Background: an optimization exercise with open tools, aiming at small area. Do not read the settings as production practice.
Only simulation tests tie the RTL to the original design; equivalence was not proved.
Power is estimated from default activity; no workload was simulated.

[flow/run.sh]
#!/bin/bash
# synth_recipe.tcl (not shown) runs the flow's synth.tcl, then flattens the netlist and writes it again
# the make line also repeats each setting of config.mk as NAME=value (left out here)
make -C /OpenROAD-flow-scripts/flow DESIGN_CONFIG=/design/flow/config.mk WORK_HOME=/design/flow/orfs CLKGATE_MAP_FILE= SYNTH_SCRIPT=/design/flow/synth_recipe.tcl finish
[flow/config.mk]
export PLATFORM = sky130hd
export DESIGN_NAME = csr_index_generator
export DESIGN_NICKNAME = csr_index_generator
export VERILOG_FILES = /design/flow/design.v
export SDC_FILE = /design/flow/constraint.sdc
export NUM_CORES = 4
export LEC_CHECK = 0
export CAP_MARGIN = 20
export CORE_MARGIN = 2
export CORE_UTILIZATION = 40
export SLEW_MARGIN = 20
[flow/constraint.sdc]
create_clock -name core_clock -period 10.0 [get_ports {ap_clk}]
set_input_delay 2.0000 -clock core_clock [delete_from_list [all_inputs] [get_ports {ap_clk}]]
set_output_delay 2.0000 -clock core_clock [all_outputs]
set_load 0.01 [all_outputs]
[flow/design.v]
package csr_index_pkg;
    parameter int INDEX_WIDTH   = 32;
    parameter int ADDRESS_WIDTH = 32;
    parameter int SHIFT_WIDTH   = 5;
    typedef logic [INDEX_WIDTH-1:0]   index_t;
    typedef logic [ADDRESS_WIDTH-1:0] address_t;
    typedef logic [SHIFT_WIDTH-1:0]   shift_t;
    typedef enum logic [3:0] {
        RESET       = 4'd0,
        IDLE        = 4'd1,
        SETUP       = 4'd2,
        START       = 4'd3,
        BUSY        = 4'd4,
        BUSY_TRANS  = 4'd5,
        PAUSE_TRANS = 4'd6,
        PAUSE       = 4'd7,
        DONE        = 4'd8
    } sequencer_state_t;
endpackage
`timescale 1ns/1ns
module csr_index_sequencer
(
    input  logic   ap_clk,
    input  logic   areset_generator,
    input  logic   config_valid,
    input  csr_index_pkg::index_t config_index_start,
    input  csr_index_pkg::index_t config_index_end,
    input  csr_index_pkg::index_t config_stride,
    input  logic   prog_full,
    output logic   config_accept,
    output logic   idle,
    output logic   done,
    output logic   gen_valid,
    output csr_index_pkg::index_t gen_index
);
    csr_index_pkg::sequencer_state_t state;
    csr_index_pkg::sequencer_state_t next_state;
    csr_index_pkg::index_t start_reg;
    csr_index_pkg::index_t end_reg;
    csr_index_pkg::index_t stride_reg;
    logic [csr_index_pkg::INDEX_WIDTH:0] count;
    logic                 end_hit;
    assign config_accept = config_valid && (state == csr_index_pkg::IDLE);
    always_ff @(posedge ap_clk) begin
        if (config_accept) begin
            start_reg  <= config_index_start;
            end_reg    <= config_index_end;
            stride_reg <= config_stride;
        end
    end
    always_ff @(posedge ap_clk) begin
        if (areset_generator) begin
            state <= csr_index_pkg::RESET;
        end else begin
            state <= next_state;
        end
    end
    always_comb begin
        next_state = state;
        case (state)
            csr_index_pkg::RESET: begin
                next_state = csr_index_pkg::IDLE;
            end
            csr_index_pkg::IDLE: begin
                if (config_accept) begin
                    next_state = csr_index_pkg::SETUP;
                end
            end
            csr_index_pkg::SETUP: begin
                next_state = csr_index_pkg::START;
            end
            csr_index_pkg::START: begin
                next_state = csr_index_pkg::BUSY;
            end
            csr_index_pkg::BUSY: begin
                if (end_hit) begin
                    next_state = csr_index_pkg::DONE;
                end else if (prog_full) begin
                    next_state = csr_index_pkg::PAUSE_TRANS;
                end
            end
            csr_index_pkg::PAUSE_TRANS: begin
                next_state = csr_index_pkg::PAUSE;
            end
            csr_index_pkg::PAUSE: begin
                if (!prog_full) begin
                    next_state = csr_index_pkg::BUSY_TRANS;
                end
            end
            csr_index_pkg::BUSY_TRANS: begin
                next_state = csr_index_pkg::BUSY;
            end
            csr_index_pkg::DONE: begin
                next_state = csr_index_pkg::IDLE;
            end
            default: begin
                next_state = csr_index_pkg::RESET;
            end
        endcase
    end
    assign end_hit = count >= {1'b0, end_reg};
    always_ff @(posedge ap_clk) begin
        if (state == csr_index_pkg::SETUP) begin
            count <= {1'b0, start_reg};
        end else if (gen_valid) begin
            count <= count + {1'b0, stride_reg};
        end
    end
    assign gen_valid = (state == csr_index_pkg::BUSY) && !end_hit;
    assign gen_index = count[csr_index_pkg::INDEX_WIDTH-1:0];
    assign idle = (state == csr_index_pkg::IDLE);
    assign done = (state == csr_index_pkg::DONE);
endmodule
`timescale 1ns/1ns
module csr_address_map
(
    input  logic     ap_clk,
    input  logic     areset_generator,
    input  logic     config_accept,
    input  csr_index_pkg::address_t config_base_address,
    input  csr_index_pkg::shift_t   config_shift_amount,
    input  logic     config_shift_left,
    input  logic     gen_valid,
    input  csr_index_pkg::index_t   gen_index,
    output logic     push,
    output csr_index_pkg::index_t   push_index,
    output csr_index_pkg::address_t push_address
);
    csr_index_pkg::address_t base_address;
    csr_index_pkg::shift_t   shift_amount;
    logic     shift_left;
    csr_index_pkg::address_t index_wide;
    csr_index_pkg::address_t offset;
    always_ff @(posedge ap_clk) begin
        if (config_accept) begin
            base_address <= config_base_address;
            shift_amount <= config_shift_amount;
            shift_left   <= config_shift_left;
        end
    end
    always_comb begin
        index_wide = csr_index_pkg::address_t'(gen_index);
        if (shift_left) begin
            offset = index_wide << shift_amount;
        end else begin
            offset = index_wide >> shift_amount;
        end
    end
    always_ff @(posedge ap_clk) begin
        if (areset_generator) begin
            push <= 1'b0;
        end else begin
            push <= gen_valid;
        end
    end
    always_ff @(posedge ap_clk) begin
        push_index   <= gen_index;
        push_address <= base_address + offset;
    end
endmodule
`timescale 1ns/1ns
module request_fifo
#(
    parameter int FIFO_DEPTH  = 16,
    parameter int PROG_THRESH = 8
) (
    input  logic     ap_clk,
    input  logic     areset_generator,
    input  logic     push,
    input  csr_index_pkg::index_t   push_index,
    input  csr_index_pkg::address_t push_address,
    input  logic     pop_ready,
    output logic     request_valid,
    output csr_index_pkg::index_t   request_index,
    output csr_index_pkg::address_t request_address,
    output logic     prog_full
);
    localparam int PTR_WIDTH = $clog2(FIFO_DEPTH);
    csr_index_pkg::index_t   index_mem   [FIFO_DEPTH];
    csr_index_pkg::address_t address_mem [FIFO_DEPTH];
    logic [PTR_WIDTH-1:0] wr_ptr;
    logic [PTR_WIDTH-1:0] rd_ptr;
    logic [PTR_WIDTH:0]   count;
    logic full;
    logic wr_en;
    logic rd_en;
    assign full  = count == (PTR_WIDTH+1)'(FIFO_DEPTH);
    assign wr_en = push && !full;
    assign rd_en = request_valid && pop_ready;
    always_ff @(posedge ap_clk) begin
        if (wr_en) begin
            index_mem[wr_ptr]   <= push_index;
            address_mem[wr_ptr] <= push_address;
        end
    end
    always_ff @(posedge ap_clk) begin
        if (areset_generator) begin
            wr_ptr <= '0;
            rd_ptr <= '0;
        end else begin
            if (wr_en) begin
                if (wr_ptr == PTR_WIDTH'(FIFO_DEPTH - 1)) begin
                    wr_ptr <= '0;
                end else begin
                    wr_ptr <= wr_ptr + 1'b1;
                end
            end
            if (rd_en) begin
                if (rd_ptr == PTR_WIDTH'(FIFO_DEPTH - 1)) begin
                    rd_ptr <= '0;
                end else begin
                    rd_ptr <= rd_ptr + 1'b1;
                end
            end
        end
    end
    always_ff @(posedge ap_clk) begin
        if (areset_generator) begin
            count <= '0;
        end else if (wr_en && !rd_en) begin
            count <= count + 1'b1;
        end else if (rd_en && !wr_en) begin
            count <= count - 1'b1;
        end
    end
    assign request_valid   = count != '0;
    assign request_index   = index_mem[rd_ptr];
    assign request_address = address_mem[rd_ptr];
    assign prog_full       = count >= (PTR_WIDTH+1)'(PROG_THRESH);
endmodule
`timescale 1ns/1ns
module csr_index_generator
#(
    parameter int FIFO_DEPTH  = 16,
    parameter int PROG_THRESH = 8
) (
    input  logic     ap_clk,
    input  logic     areset_generator,
    input  logic     config_valid,
    input  csr_index_pkg::index_t   config_index_start,
    input  csr_index_pkg::index_t   config_index_end,
    input  csr_index_pkg::index_t   config_stride,
    input  csr_index_pkg::address_t config_base_address,
    input  csr_index_pkg::shift_t   config_shift_amount,
    input  logic     config_shift_left,
    input  logic     request_ready,
    output logic     idle,
    output logic     done,
    output logic     request_valid,
    output csr_index_pkg::index_t   request_index,
    output csr_index_pkg::address_t request_address
);
    logic     config_accept;
    logic     gen_valid;
    csr_index_pkg::index_t   gen_index;
    logic     push;
    csr_index_pkg::index_t   push_index;
    csr_index_pkg::address_t push_address;
    logic     prog_full;
    csr_index_sequencer i_csr_index_sequencer (
        .ap_clk             (ap_clk),
        .areset_generator   (areset_generator),
        .config_valid       (config_valid),
        .config_index_start (config_index_start),
        .config_index_end   (config_index_end),
        .config_stride      (config_stride),
        .prog_full          (prog_full),
        .config_accept      (config_accept),
        .idle               (idle),
        .done               (done),
        .gen_valid          (gen_valid),
        .gen_index          (gen_index)
    );
    csr_address_map i_csr_address_map (
        .ap_clk              (ap_clk),
        .areset_generator    (areset_generator),
        .config_accept       (config_accept),
        .config_base_address (config_base_address),
        .config_shift_amount (config_shift_amount),
        .config_shift_left   (config_shift_left),
        .gen_valid           (gen_valid),
        .gen_index           (gen_index),
        .push                (push),
        .push_index          (push_index),
        .push_address        (push_address)
    );
    request_fifo #(
        .FIFO_DEPTH  (FIFO_DEPTH),
        .PROG_THRESH (PROG_THRESH)
    ) i_request_fifo (
        .ap_clk           (ap_clk),
        .areset_generator (areset_generator),
        .push             (push),
        .push_index       (push_index),
        .push_address     (push_address),
        .pop_ready        (request_ready),
        .request_valid    (request_valid),
        .request_index    (request_index),
        .request_address  (request_address),
        .prog_full        (prog_full)
    );
endmodule
==> summary.txt <==
Run status
  • Outcome: timing/DRC/antenna clean

Min path
  • Hold path start: i_csr_index_sequencer.start_reg[12]
  • Cells on Worst Hold Path: 2
  • Worst Hold Path EP: i_csr_index_sequencer.count[12]
  • Hold crit path type: reg2reg

Floorplan
  • Num rows: 133
  • Ports: 205
  • Core area: 131000 um^2
  • Initial Util: 40.3%
  • Die area: 135000 um^2
  • Die X: 368 um
  • Die height: 368 um

Synth
  • Mapped Area: 52900 um^2
  • Syn_nets: 3092
  • Post-Synth XOR/XNOR Area: 1.03%
  • Register area share after synthesis: 70.8%
  • Mapped Cells: 2847
  • Post-synth cell types: 65
  • Top cells by area, synth: edfxtp_1 67%, mux4_2 15%, dfxtp_1 3.3%
  • Mean Syn Cell Area: 18.6 um^2
  • Main synth FF type: edfxtp_1
  • Largest family of logic cells by synthesized area: multiplexers
  • Mux share of post-synthesis cell area: 16.2%
  • Most frequent cell after synthesis: edfxtp_1
  • Adder-cell share of the synthesized area: 2.57%
  • Post-Synth Simple-Gate Area: 3.40%
  • Largest area contributor in the netlist: edfxtp_1
  • Yosys top cell area share: 67.5%
  • Number of synthesized flops with an enable pin: 1190
  • Synth cell count leaders: 1190 x edfxtp_1, 346 x mux4_2, 155 x nor2_1, 130 x o21ai_0, 104 x ha_1
  • Compound-Gate Fraction of Synth Area: 4.62%
  • Fraction of registers with async set/reset: 0%
  • Number of synthesis warnings: 3
  • Yosys reg bits: 1277

Clock tree
  • Longest Clk Path Bufs: 3
  • CTS root buf: clkbuf_16
  • # H-tree levels: 4
  • Post-cts repair resize count: 0
  • CTS clk-pin slew, worst paths: 0.06 ns
  • Hold buffer count at cts: 0
  • Post-CTS setup buffers: 0
  • Clk Latency, worst-skew pair: 0.77 ns
  • TritonCTS buffer count: 134
  • Clock sinks: 1277
  • CTS tree: done

STA
  • Setup_tns: 0 ns
  • Fmax: 157 MHz
  • Max Transition Viols Final: 0
  • Slew at the pin closest to its max-slew limit: 1.16 ns
  • Count of final hold-check violations: 0
  • Unrepaired setup endpoints after global routing: false
  • Tcrit/Tclk final: 63.7%
  • # setup viols final: 0
  • Tmin final: 6.37 ns
  • Setup Skew: 0.0485 ns
  • Worst slew margin: 22.7%

Worst setup path
  • Delay-heaviest family, CP: buffers and inverters
  • CP most frequent cell: mux4_2
  • Crit. End Element: primary output
  • CP max FO: 104
  • CP startpoint kind: register
  • WP data arrival: 4.37 ns
  • Worst path slowest cell: dfxtp_4
  • Worst R2R Path Depth: 20
  • Crit path buf inv count: 3
  • Reg-to-reg startpoint: i_csr_address_map.shift_amount[1]
  • Worst path max stage delay: 0.70 ns
  • Crit path kind: reg2out
  • R2r setup slk: 4.42 ns
  • CP required: 8.00 ns
  • Crit-path cells: buf_16, buf_12, mux4_2, mux4_2, clkdlybuf4s50_1
  • Critical R2R Capture: i_csr_address_map.push_address[31]

Pwr
  • Peak VDD IR: 0.198 mV
  • Psw: 3.44 mW
  • Clock share of power: 35.6%
  • P_leak: 20.0 nW
  • Total power: 13.5 mW
  • Sequential power share: 47.7%
  • Combinational cell fraction of total power: 16.7%
  • Pwr dens: 219 nW/um^2
  • Sw Ratio: 25.4%
  • Pint: 10.1 mW

Detailed routing
  • Avg Vias per Cell: 5.69
  • Iteration-0 DRC Markers: 2962
  • Post-route ant nets: 0
  • WL/cell: 27.3 um
  • Total routed wirelength: 136 mm
  • Via Count: 28300
  • First-pass DRT Iterations: 5
  • Remaining DRCs: 0

Place
  • Port-buffer cells: 204
  • DPL Wire Length: 82.0 mm
  • Gpl congestion: 0.886

Layout
  • Nets: 3357
  • Layout cell share with drive strength beyond 1: 19.9%
  • Top flop regs: i_request_fifo.address_mem x512, i_request_fifo.index_mem x512, i_csr_index_sequencer.count x33
  • Layout area overhead: 16.6%
  • FILL cells: 10900

GRT
  • Number of global-route vias before repair: 29100
  • Largest net degree at the start of global routing: 173
  • Initial antenna violation count: 15
  • Total GRT Usage: 20.2%
  • GRT overflow: 0
  • Global-route wire length before repair: 198 mm

Job
  • Max_cap viols: 0
-- logic make-up after synthesis --
logic type | count (synthesis)
DFF | 1277
muxes | 417
AOI/OAI and AO/OA | 398
and+or+nand+nor | 386
buffers and inverters | 200
adders and majority gates | 107
xor gates and xnor gates | 62
-- power groups by stage --
stage	Combinational [mW]	Clock [mW]	Sequential [mW]
4_1_cts	2.26	4.93	6.50
3_5_place_dp	2.25	0	6.61
5_1_grt	2.44	5.13	6.51
6_report	2.26	4.82	6.46
2_1_floorplan	1.63	0	6.41
3_3_place_gp	2.22	0	6.57
-- worst min-delay path, stage by stage, from the launching register on --
cell	delay [ns]
edfxtp_1	0.32
nand2_1	0.04
o21ai_0	0.06
-- layout by cell type (no fill, tap or decap), types with 12 or more instances in the layout --
cell / instances
nor2_1: 143
or3_1: 14
buf_4: 52
clkinv_2: 20
nor3_1: 19
mux4_2: 346
xor2_1: 28
mux2i_1: 65
a211oi_1: 20
clkbuf_8: 14
o22ai_1: 13
xnor2_1: 34
a21oi_1: 99
nand2b_1: 30
clkbuf_1: 43
clkdlybuf4s50_1: 204
nand3_1: 24
edfxtp_1: 1190
o21ai_0: 130
nor2_4: 12
dfxtp_1: 83
clkbuf_16: 137
nand2_1: 78
ha_1: 104
inv_1: 62
a21o_1: 49
-- worst max-delay path by stage --
stage          slack, ns  cells past startpoint                                to               startpoint
2_1_floorplan       3.86                      4  i_request_fifo.address_mem[3][0]  i_request_fifo.count[0]
3_3_place_gp        4.30                      4               request_address[23]                 register
3_5_place_dp        4.25                      4               request_address[23]                 register
4_1_cts             3.40                      4               request_address[23]                 register
5_1_grt             3.43                      5               request_address[23]                 register
6_report            3.63                      5               request_address[23]                 register
-- metrics by stage --
| stage | hold slack, ns | utilization [%] | cells | instance area [um^2] | setup slack [ns] |
|---|---|---|---|---|---|
| final | 0.520 | 47.0 | 4980 | 61700 | 3.63 |
| after global placement | 0.479 | 43.5 | 4726 | 57200 | 4.30 |
| after global routing | 0.538 | 46.9 | 4978 | 61700 | 3.43 |
| after floorplan | 0.424 | - | 2847 | 52900 | 3.86 |
| after CTS | 0.518 | 46.9 | 4975 | 61700 | 3.40 |
| after detailed placement | 0.508 | 43.6 | 4729 | 57300 | 4.25 |
-- cell type report --
cell class	instances	area, um^2	area share [%]
clock buffers	194	3780	6.13
clock inverters	52	561	0.908
flip-flops and latches	1277	37500	60.7
diodes	3	7.51	0.0122
inverters	65	244	0.395
multi-input cells	1370	14800	24.0
repair buffers	264	2620	4.25
well taps	1755	2200	3.56
-- layer usage --
| metal | track usage (%) | share of wire (%) | vias to the layer above |
|---|---|---|---|
| li1 | - | - | 12100 |
| met1 | 27.8 | 43 | 14900 |
| met2 | 32.1 | 48 | 1081 |
| met3 | 4.36 | 6.9 | 211 |
| met4 | 6.33 | 2.9 | 6 |
| met5 | 0 | 0.024 | - |

separate check: timing with driven ports:
In the flow no input, the clock included, has a driving cell. The finished layout below was timed again as built, in two steps. Step 1 sets driving cells, clkbuf_16 on the clock port and buf_2 on the other inputs (assumed; they add their load-dependent delay and slew). Step 2, shift: input delay + t, output delay - t, t = (earliest + latest rising clock arrival at the registers) / 2. This alone moves slack from input paths to output paths. Slacks: no drivers / after step 1 / after step 2; pairs: no drivers / after step 1.
t, ns: 0.819
setup slack, ns: 3.632 / 3.557 / 4.376
hold WS [ns]: 0.520 / 0.520 / 0.520
latest minus earliest clock arrival (ns): 0.058 / 0.058
worst data-port slew with drivers (ns): 0.17
After both steps setup and hold are still met in this run. The setup slack of this run moves by -0.075 ns with the drivers and by +0.744 ns with both steps.
